Source: an optimization exercise on an open RTL-to-GDS flow (aim: small area and a short achievable clock period). Production flows keep margins and buffers that such runs may drop. In this exercise RTL edits were held to simulation tests only and were not proved equivalent to the original. Power and IR drop assume default switching activity.

==> inputs of run K <==
==> flow/design.v <==
module bus_target_mem #(
   parameter int AW        = 8,
   parameter int DW        = 8,
   parameter int WAIT_CYC  = 2,
   parameter int BURST_LEN = 4
) (
   input  logic          clk,
   input  logic          rst_n,
   input  logic          req,
   input  logic          start,
   input  logic [1:0]    mode,
   input  logic [AW-1:0] addr,
   input  logic [DW-1:0] data_in,
   output logic          gnt,
   output logic          rdy,
   output logic [DW-1:0] data_out,
   output logic          data_oe
   ,output logic         err
);
   localparam int NW = 1 << AW;      
   localparam int NQ = 4;            
   localparam int QW = NW / NQ;      
   logic          st_g, st_w1, st_w2, st_r;
   logic [15:0]   plo, phi;      
   logic [1:0]    mode_lat;
   logic [DW-1:0] data_lat;
   logic [1:0]    bcnt;          
   logic          wrapped;       
   logic          wrap_s1;       
   logic [NQ-1:0][DW-1:0] rd_s1;    
   logic          rdy_q, oe_q, err_q;
   logic [DW-1:0] dout_q;
   logic [DW-1:0] mem [NW];
   logic          is_brd, last_beat, st_idle, beat_nx, rd_nx, step;
   logic [15:0]   dlo, dhi;
   assign is_brd    = (mode_lat == 2'b10);
   assign last_beat = !is_brd || (bcnt == 2'd3);
   assign st_idle   = !(st_g || st_w1 || st_w2 || st_r);
   assign beat_nx   = st_w2 || (st_r && !last_beat);
   assign rd_nx     = beat_nx && !mode_lat[0];
   assign step      = is_brd && (st_w1 || st_w2 || st_r);
   always_comb begin
      for (int j = 0; j < 16; j++) begin
         dlo[j] = (addr[3:0] == 4'(j));
         dhi[j] = (addr[7:4] == 4'(j));
      end
   end
   always_ff @(posedge clk or negedge rst_n) begin
      if (!rst_n) begin
         st_g   <= 1'b0;
         st_w1  <= 1'b0;
         st_w2  <= 1'b0;
         st_r   <= 1'b0;
         rdy_q  <= 1'b0;
         oe_q   <= 1'b0;
         err_q  <= 1'b0;
         dout_q <= '0;
      end else begin
         st_g   <= req && (st_idle || (st_g && !start) || (st_r && last_beat));
         st_w1  <= st_g && start;
         st_w2  <= st_w1;
         st_r   <= beat_nx;
         rdy_q  <= beat_nx;
         oe_q   <= rd_nx;
         err_q  <= beat_nx && (mode_lat == 2'b11 || (is_brd && wrap_s1));
         dout_q <= rd_nx ? rdata : '0;
      end
   end
   always_ff @(posedge clk) begin
      if (st_g) begin
         plo      <= dlo;
         phi      <= dhi;
         data_lat <= data_in;
      end else if (step) begin
         plo      <= {plo[14:0], plo[15]};
         if (plo[15]) phi <= {phi[14:0], phi[15]};
      end
   end
   always_ff @(posedge clk or negedge rst_n) begin
      if (!rst_n) begin
         mode_lat <= 2'b00;
         bcnt     <= 2'd0;
         wrapped  <= 1'b0;
      end else if (st_g) begin
         mode_lat <= mode;
         bcnt     <= 2'd0;
         wrapped  <= 1'b0;
      end else begin
         if (st_r && !last_beat) bcnt <= bcnt + 2'd1;
         if (step && plo[15] && phi[15]) wrapped <= 1'b1;
      end
   end
   logic [15:0]   plo_n, phi_n, phiw, phiw_n;
   logic [NW-1:0] sel, we, we_n;
   logic          wr_now;
   assign wr_now = st_r && (mode_lat == 2'b01);
   assign plo_n  = ~plo;
   assign phi_n  = ~phi;
   assign phiw   = phi & {16{wr_now}};
   assign phiw_n = ~phiw;
   for (genvar i = 0; i < NW; i++) begin : g_row
      btm_nor2  u_sel (.a(plo_n[i%16]), .b(phi_n[i/16]),  .y(sel[i]));
      btm_nor2  u_we  (.a(plo_n[i%16]), .b(phiw_n[i/16]), .y(we[i]));
      btm_nand2 u_wen (.a(plo[i%16]),   .b(phiw[i/16]),   .y(we_n[i]));
   end
   for (genvar i = 0; i < NW; i++) begin : g_word
      logic [DW-1:0] nx;
      for (genvar b = 0; b < DW; b++) begin : g_bit
         btm_ao22 u_hold (.a1(we[i]), .a2(data_lat[b]), .b1(we_n[i]), .b2(mem[i][b]), .y(nx[b]));
      end
      always_ff @(posedge clk) mem[i] <= nx;
   end
   localparam int NG = (QW + 2) / 3;
   logic [NQ-1:0][DW-1:0] q_or;
   for (genvar q = 0; q < NQ; q++) begin : g_q
      for (genvar b = 0; b < DW; b++) begin : g_rbit
         logic [NG-1:0] l1_n;            
         for (genvar g = 0; g < NG; g++) begin : g_aoi
            localparam int I0 = q*QW + 3*g;
            localparam int I1 = (3*g+1 < QW) ? I0 + 1 : I0;
            localparam int I2 = (3*g+2 < QW) ? I0 + 2 : I0;
            btm_aoi222 u_aoi (
               .a1(sel[I0]), .a2(mem[I0][b]),
               .b1(sel[I1]), .b2(mem[I1][b]),
               .c1(sel[I2]), .c2(mem[I2][b]),
               .y(l1_n[g]));
         end
         btm_or_tree #(.N(NG)) u_or (.in_n(l1_n), .y(q_or[q][b]));
      end
   end
   always_ff @(posedge clk) begin
      rd_s1   <= q_or;
      wrap_s1 <= wrapped;
   end
   logic [DW-1:0] rdata;
   always_comb begin
      rdata = '0;
      for (int q = 0; q < NQ; q++) rdata = rdata | rd_s1[q];
   end
   assign gnt      = st_g;
   assign rdy      = rdy_q;
   assign data_oe  = oe_q;
   assign data_out = dout_q;
   assign err      = err_q;
endmodule
module btm_nor2 (input logic a, input logic b, output logic y);
   assign y = !(a || b);
endmodule
module btm_nand2 (input logic a, input logic b, output logic y);
   assign y = !(a && b);
endmodule
module btm_ao22 (input logic a1, a2, b1, b2, output logic y);
   assign y = (a1 && a2) || (b1 && b2);
endmodule
module btm_aoi222 (
   input  logic a1, a2, b1, b2, c1, c2,
   output logic y
);
   assign y = !((a1 && a2) || (b1 && b2) || (c1 && c2));
endmodule
module btm_nand #(parameter int N = 2) (input logic [N-1:0] a, output logic y);
   assign y = !(&a);
endmodule
module btm_nor #(parameter int N = 2) (input logic [N-1:0] a, output logic y);
   assign y = !(|a);
endmodule
module btm_or_tree #(parameter int N = 22) (
   input  logic [N-1:0] in_n,
   output logic         y
);
   if (N == 1) begin : g_leaf
      assign y = !in_n[0];
   end else if (N <= 4) begin : g_last
      btm_nand #(.N(N)) u (.a(in_n), .y(y));
   end else begin : g_node
      localparam int M  = (N + 3) / 4;
      localparam int MB = N / M, MX = N % M;
      logic [M-1:0] mid;                 
      for (genvar k = 0; k < M; k++) begin : g_nand
         localparam int S = k*MB + ((k < MX) ? k : MX);
         localparam int W = MB + ((k < MX) ? 1 : 0);
         btm_nand #(.N(W)) u (.a(in_n[S +: W]), .y(mid[k]));
      end
      if (M == 1) begin : g_top
         assign y = mid[0];
      end else begin : g_up
         localparam int Q  = (M + 3) / 4;
         localparam int QB = M / Q, QX = M % Q;
         logic [Q-1:0] lo_n;             
         for (genvar k = 0; k < Q; k++) begin : g_nor
            localparam int S = k*QB + ((k < QX) ? k : QX);
            localparam int W = QB + ((k < QX) ? 1 : 0);
            btm_nor #(.N(W)) u (.a(mid[S +: W]), .y(lo_n[k]));
         end
         btm_or_tree #(.N(Q)) u_next (.in_n(lo_n), .y(y));
      end
   end
endmodule
==> flow/run.sh <==
#!/bin/bash
# synth_recipe.tcl (not shown) runs the flow's synth.tcl, then flattens the netlist and writes it again
# the make line also repeats each setting of config.mk as NAME=value (left out here)
make -C /OpenROAD-flow-scripts/flow DESIGN_CONFIG=/design/flow/config.mk WORK_HOME=/design/flow/orfs CLKGATE_MAP_FILE= SYNTH_SCRIPT=/design/flow/synth_recipe.tcl finish
==> flow/config.mk <==
export PLATFORM = sky130hd
export DESIGN_NAME = bus_target_mem
export DESIGN_NICKNAME = bus_target_mem
export VERILOG_FILES = /design/flow/design.v
export SDC_FILE = /design/flow/constraint.sdc
export NUM_CORES = 4
export LEC_CHECK = 0
export CAP_MARGIN = 20
export CORE_MARGIN = 2
export CORE_UTILIZATION = 60
export CTS_CLUSTER_DIAMETER = 100
export CTS_CLUSTER_SIZE = 30
export SETUP_SLACK_MARGIN = 3.6
export SLEW_MARGIN = 20
export SYNTH_HIERARCHICAL = 1
export SYNTH_MINIMUM_KEEP_SIZE = 0
==> flow/constraint.sdc <==
create_clock -name core_clock -period 6.3 [get_ports {clk}]
set_input_delay 1.2600 -clock core_clock [delete_from_list [all_inputs] [get_ports {clk}]]
set_output_delay 1.2600 -clock core_clock [all_outputs]
set_load 0.01 [all_outputs]
==> run A (differences from run K) <==
==> flow/design.v, changed modules only <==
module bus_target_mem #(
   parameter int AW        = 8,
   parameter int DW        = 8,
   parameter int WAIT_CYC  = 2,
   parameter int BURST_LEN = 4
) (
   input  logic          clk,
   input  logic          rst_n,
   input  logic          req,
   input  logic          start,
   input  logic [1:0]    mode,
   input  logic [AW-1:0] addr,
   input  logic [DW-1:0] data_in,
   output logic          gnt,
   output logic          rdy,
   output logic [DW-1:0] data_out,
   output logic          data_oe
   ,output logic         err
);
   localparam int NW = 1 << AW;
   logic          st_g, st_w1, st_w2, st_r;
   logic [AW-1:0] rptr;        
   logic [1:0]    mode_lat;
   logic [DW-1:0] data_lat;
   logic [1:0]    bcnt;        
   logic          wrapped;     
   logic          rdy_q, oe_q, err_q;
   logic [DW-1:0] dout_q;
   logic [DW-1:0] mem [0:NW-1];
   logic          is_brd, last_beat, st_idle, beat_nx, step;
   logic [NW-1:0] sel;
   logic [DW-1:0] rdata;
   assign is_brd    = (mode_lat == 2'b10);
   assign last_beat = !is_brd || (bcnt == 2'd3);
   assign st_idle   = !(st_g || st_w1 || st_w2 || st_r);
   assign beat_nx   = st_w2 || (st_r && !last_beat);
   assign step      = beat_nx && is_brd;
   logic [15:0]   plo_n, phi_n, phiw_n;
   logic [NW-1:0] we;
   logic          wr_now;
   assign wr_now = st_r && (mode_lat == 2'b01);
   always_comb begin
      for (int j = 0; j < 16; j++) begin
         plo_n[j]  = !(rptr[3:0] == 4'(j));
         phi_n[j]  = !(rptr[7:4] == 4'(j));
         phiw_n[j] = !(rptr[7:4] == 4'(j) && wr_now);
      end
   end
   for (genvar i = 0; i < NW; i++) begin : g_row
      btm_nor2 u_sel (.a(plo_n[i%16]), .b(phi_n[i/16]),  .y(sel[i]));
      btm_nor2 u_we  (.a(plo_n[i%16]), .b(phiw_n[i/16]), .y(we[i]));
   end
   localparam int NG = (NW + 2) / 3;     
   for (genvar b = 0; b < DW; b++) begin : g_rbit
      logic [NG-1:0] l1_n;               
      for (genvar g = 0; g < NG; g++) begin : g_aoi
         localparam int I0 = 3*g, I1 = 3*g+1, I2 = 3*g+2;
         btm_aoi222 u_aoi (
            .a1(sel[I0]),                     .a2(mem[I0][b]),
            .b1(I1 < NW ? sel[I1 % NW] : 1'b0), .b2(mem[I1 % NW][b]),
            .c1(I2 < NW ? sel[I2 % NW] : 1'b0), .c2(mem[I2 % NW][b]),
            .y(l1_n[g]));
      end
      btm_or_tree #(.N(NG)) u_or (.in_n(l1_n), .y(rdata[b]));
   end
   always_ff @(posedge clk or negedge rst_n) begin
      if (!rst_n) begin
         st_g   <= 1'b0;
         st_w1  <= 1'b0;
         st_w2  <= 1'b0;
         st_r   <= 1'b0;
         rdy_q  <= 1'b0;
         oe_q   <= 1'b0;
         err_q  <= 1'b0;
         dout_q <= '0;
      end else begin
         st_g   <= req && (st_idle || (st_g && !start) || (st_r && last_beat));
         st_w1  <= st_g && start;
         st_w2  <= st_w1;
         st_r   <= beat_nx;
         rdy_q  <= beat_nx;
         oe_q   <= beat_nx && !mode_lat[0];
         err_q  <= beat_nx && (mode_lat == 2'b11 || (is_brd && wrapped));
         dout_q <= (beat_nx && !mode_lat[0]) ? rdata : '0;
      end
   end
   always_ff @(posedge clk) begin
      if (st_g) begin
         rptr     <= addr;
         data_lat <= data_in;
      end else if (step) begin
         rptr     <= rptr + AW'(1);
      end
   end
   always_ff @(posedge clk or negedge rst_n) begin
      if (!rst_n) begin
         mode_lat <= 2'b00;
         bcnt     <= 2'd0;
         wrapped  <= 1'b0;
      end else if (st_g) begin
         mode_lat <= mode;
         bcnt     <= 2'd0;
         wrapped  <= 1'b0;
      end else begin
         if (st_r && !last_beat) bcnt <= bcnt + 2'd1;
         if (step && rptr == '1) wrapped <= 1'b1;
      end
   end
   always_ff @(posedge clk) begin
      for (int i = 0; i < NW; i++)
         if (we[i]) mem[i] <= data_lat;
   end
   assign gnt      = st_g;
   assign rdy      = rdy_q;
   assign data_oe  = oe_q;
   assign data_out = dout_q;
   assign err      = err_q;
endmodule
module btm_nand4 (input logic a, b, c, d, output logic y);
   assign y = !(a && b && c && d);
endmodule
module btm_nor4 (input logic a, b, c, d, output logic y);
   assign y = !(a || b || c || d);
endmodule
module btm_or_tree #(parameter int N = 86) (
   input  logic [N-1:0] in_n,
   output logic         y
);
   if (N == 1) begin : g_leaf
      assign y = !in_n[0];
   end else begin : g_node
      localparam int M = (N + 3) / 4;
      logic [M-1:0] mid;                 
      logic [M-1:0] mid_n;
      logic [4*M-1:0] pad;
      assign pad = {{(4*M-N){1'b1}}, in_n};
      for (genvar k = 0; k < M; k++) begin : g_nand
         btm_nand4 u (.a(pad[4*k]), .b(pad[4*k+1]), .c(pad[4*k+2]), .d(pad[4*k+3]), .y(mid[k]));
      end
      if (M == 1) begin : g_top
         assign y = mid[0];
      end else begin : g_up
         localparam int Q = (M + 3) / 4;
         logic [4*Q-1:0] pad2;
         logic [Q-1:0]   lo_n;           
         assign pad2 = {{(4*Q-M){1'b0}}, mid};
         for (genvar k = 0; k < Q; k++) begin : g_nor
            btm_nor4 u (.a(pad2[4*k]), .b(pad2[4*k+1]), .c(pad2[4*k+2]), .d(pad2[4*k+3]), .y(lo_n[k]));
         end
         btm_or_tree #(.N(Q)) u_next (.in_n(lo_n), .y(y));
      end
   end
endmodule
// module btm_nand2 removed
// module btm_ao22 removed
// module btm_nand removed
// module btm_nor removed
Settings changed: CORE_UTILIZATION 60 to 50, CTS_CLUSTER_DIAMETER 100 to default, CTS_CLUSTER_SIZE 30 to default, SETUP_SLACK_MARGIN 3.6 to 0.2.
==> run G (differences from run K) <==
==> flow/design.v, changed modules only <==
module bus_target_mem #(
   parameter int AW        = 8,
   parameter int DW        = 8,
   parameter int WAIT_CYC  = 2,
   parameter int BURST_LEN = 4
) (
   input  logic          clk,
   input  logic          rst_n,
   input  logic          req,
   input  logic          start,
   input  logic [1:0]    mode,
   input  logic [AW-1:0] addr,
   input  logic [DW-1:0] data_in,
   output logic          gnt,
   output logic          rdy,
   output logic [DW-1:0] data_out,
   output logic          data_oe
   ,output logic         err
);
   localparam int NW = 1 << AW;      
   localparam int NQ = 4;            
   localparam int QW = NW / NQ;      
   logic          st_g, st_w1, st_w2, st_r;
   logic [15:0]   plo, phi;      
   logic [1:0]    mode_lat;
   logic [DW-1:0] data_lat;
   logic [1:0]    bcnt;          
   logic          wrapped;       
   logic          wrap_s1;       
   logic [NQ-1:0][DW-1:0] rd_s1;    
   logic          rdy_q, oe_q, err_q;
   logic [DW-1:0] dout_q;
   logic [DW-1:0] mem [NW];
   logic          is_brd, last_beat, st_idle, beat_nx, rd_nx, step;
   logic [15:0]   dlo, dhi;
   assign is_brd    = (mode_lat == 2'b10);
   assign last_beat = !is_brd || (bcnt == 2'd3);
   assign st_idle   = !(st_g || st_w1 || st_w2 || st_r);
   assign beat_nx   = st_w2 || (st_r && !last_beat);
   assign rd_nx     = beat_nx && !mode_lat[0];
   assign step      = is_brd && (st_w1 || st_w2 || st_r);
   always_comb begin
      for (int j = 0; j < 16; j++) begin
         dlo[j] = (addr[3:0] == 4'(j));
         dhi[j] = (addr[7:4] == 4'(j));
      end
   end
   always_ff @(posedge clk or negedge rst_n) begin
      if (!rst_n) begin
         st_g   <= 1'b0;
         st_w1  <= 1'b0;
         st_w2  <= 1'b0;
         st_r   <= 1'b0;
         rdy_q  <= 1'b0;
         oe_q   <= 1'b0;
         err_q  <= 1'b0;
         dout_q <= '0;
      end else begin
         st_g   <= req && (st_idle || (st_g && !start) || (st_r && last_beat));
         st_w1  <= st_g && start;
         st_w2  <= st_w1;
         st_r   <= beat_nx;
         rdy_q  <= beat_nx;
         oe_q   <= rd_nx;
         err_q  <= beat_nx && (mode_lat == 2'b11 || (is_brd && wrap_s1));
         dout_q <= rd_nx ? rdata : '0;
      end
   end
   always_ff @(posedge clk) begin
      if (st_g) begin
         plo      <= dlo;
         phi      <= dhi;
         data_lat <= data_in;
      end else if (step) begin
         plo      <= {plo[14:0], plo[15]};
         if (plo[15]) phi <= {phi[14:0], phi[15]};
      end
   end
   always_ff @(posedge clk or negedge rst_n) begin
      if (!rst_n) begin
         mode_lat <= 2'b00;
         bcnt     <= 2'd0;
         wrapped  <= 1'b0;
      end else if (st_g) begin
         mode_lat <= mode;
         bcnt     <= 2'd0;
         wrapped  <= 1'b0;
      end else begin
         if (st_r && !last_beat) bcnt <= bcnt + 2'd1;
         if (step && plo[15] && phi[15]) wrapped <= 1'b1;
      end
   end
   logic [15:0]   plo_n, phi_n, phiw, phiw_n;
   logic [NW-1:0] sel, we, we_n;
   logic          wr_now;
   assign wr_now = st_r && (mode_lat == 2'b01);
   assign plo_n  = ~plo;
   assign phi_n  = ~phi;
   assign phiw   = phi & {16{wr_now}};
   assign phiw_n = ~phiw;
   for (genvar i = 0; i < NW; i++) begin : g_row
      btm_nor2  u_sel (.a(plo_n[i%16]), .b(phi_n[i/16]),  .y(sel[i]));
      btm_nor2  u_we  (.a(plo_n[i%16]), .b(phiw_n[i/16]), .y(we[i]));
      btm_nand2 u_wen (.a(plo[i%16]),   .b(phiw[i/16]),   .y(we_n[i]));
   end
   for (genvar i = 0; i < NW; i++) begin : g_word
      logic [DW-1:0] nx;
      for (genvar b = 0; b < DW; b++) begin : g_bit
         btm_ao22 u_hold (.a1(we[i]), .a2(data_lat[b]), .b1(we_n[i]), .b2(mem[i][b]), .y(nx[b]));
      end
      always_ff @(posedge clk) mem[i] <= nx;
   end
   localparam int NG = QW / 8;
   logic [NQ-1:0][DW-1:0] q_or;
   for (genvar q = 0; q < NQ; q++) begin : g_q
      for (genvar b = 0; b < DW; b++) begin : g_rbit
         logic [NG-1:0] l1;              
         for (genvar g = 0; g < NG; g++) begin : g_sel
            localparam int I0 = q*QW + 8*g;
            logic [7:0] wbit;
            for (genvar k = 0; k < 8; k++) begin : g_k
               assign wbit[k] = mem[I0+k][b];
            end
            btm_sel8 u_sel8 (.s(sel[I0 +: 8]), .d(wbit), .y(l1[g]));
         end
         btm_or8 u_or (.a(l1), .y(q_or[q][b]));
      end
   end
   always_ff @(posedge clk) begin
      rd_s1   <= q_or;
      wrap_s1 <= wrapped;
   end
   logic [DW-1:0] rdata;
   always_comb begin
      rdata = '0;
      for (int q = 0; q < NQ; q++) rdata = rdata | rd_s1[q];
   end
   assign gnt      = st_g;
   assign rdy      = rdy_q;
   assign data_oe  = oe_q;
   assign data_out = dout_q;
   assign err      = err_q;
endmodule
module btm_sel8 (input logic [7:0] s, input logic [7:0] d, output logic y);
   logic [3:0] t;
   for (genvar k = 0; k < 4; k++) begin : g_aoi
      assign t[k] = !((s[2*k] && d[2*k]) || (s[2*k+1] && d[2*k+1]));
   end
   assign y = !(&t);
endmodule
module btm_or8 (input logic [7:0] a, output logic y);
   assign y = !(!(|a[3:0]) && !(|a[7:4]));
endmodule
// module btm_aoi222 removed
// module btm_nand removed
// module btm_nor removed
// module btm_or_tree removed
==> summary of the runs <==
- In run A the register-to-register slack is worse than in run G, by 2.6 ns.
- Sequential share of layout area: run A > run K > run G.
- Between run A and run G, the lower global-route usage is in run A (gap 13 points).
- The lowest setup slack belongs to run A, the highest to run G.
- Routed wire length: run G > run K > run A.
- In run A the sequential cell count is lower than in run G, by 57.
- First-iteration DRC count, lowest first: run A, run G, run K.
- Against run A, the utilization of run G is higher by 8.4 points.
- In sequential power, run K and run G hardly differ.
- Combinational power, highest first: run K, run G, run A.
- In run G the synthesized area is higher than in run A, by 1.1%.
==> figures <==
quantity	run A	run G	run K
Run status	finished clean	finished clean	finished clean
Largest net degree at the start of global routing	215	159	147
Switching fraction of total power	0.246	0.390	0.388
Last element of the critical path	dout_q[3]	rd_s1[17]	rd_s1[16]
Vertical extent of the die	389 µm	357 µm	355 µm
R2R setup slack	0.88 ns	3.50 ns	3.45 ns
Setup slack after layout	0.877 ns	3.50 ns	3.45 ns
1st-pass router iterations	8	7	13
Final hold slack	0.386 ns	0.391 ns	0.398 ns
Final core utilization	0.570	0.654	0.659
Worst path bufs/invs	3	4	3
Slew @ Worst Pin	1.24 ns	1.18 ns	1.22 ns
Worst ir drop on vdd	0.454 mV	0.356 mV	0.552 mV
Most Used Layer, Global Route	met2	met1	met1
Worst EP arrival	6.12 ns	3.41 ns	3.47 ns
Full die area	151000 µm²	128000 µm²	126000 µm²
RSZ-0062 raised after global routing	no	yes	yes
Number of antenna violations at the first check in global routing	7	21	6
Critical hold path startpoint	st_w1	st_w1	wrapped
Tapcell Cnt	1930	1637	1625
Library cell occupying the most area in the post-synthesis netlist	edfxtp_1	dfxtp_1	dfxtp_1
Clock buffers	277	91	98
Syn avg cell area	19.9 µm²	11.5 µm²	12.1 µm²

[what the ideal ports hide]
No port has a modelled driver above. Below, the same layouts with a new extraction and two added sets of constraints.
Step 1 sets driving cells, clkbuf_16 on the clock port and buf_2 on the other inputs (assumed; they add their load-dependent delay and slew).
Step 2 times the ports against the registers' clock, not the clock port: input delays grow and output delays shrink by t, the midpoint of the rising clock arrivals with the driver on.
Three values: ideal ports, drivers, drivers and shift; two values: the first two.
run	t (ns)	setup slack, ns	worst setup path at the end	slew at the worst register clock pin (ns)	worst data-port slew with drivers (ns)
run K	0.810	3.448 / 3.448 / 3.223	input to register	0.12 / 0.12	0.09
run A	0.887	0.877 / 0.877 / 0.877	register to register	0.06 / 0.06	0.04
run G	0.805	3.498 / 3.498 / 3.306	input to register	0.12 / 0.12	0.19
After both steps every run listed still meets setup and hold. The setup slack of run K, which loses most, moves by 0.000 ns with the drivers and by -0.225 ns with both steps.
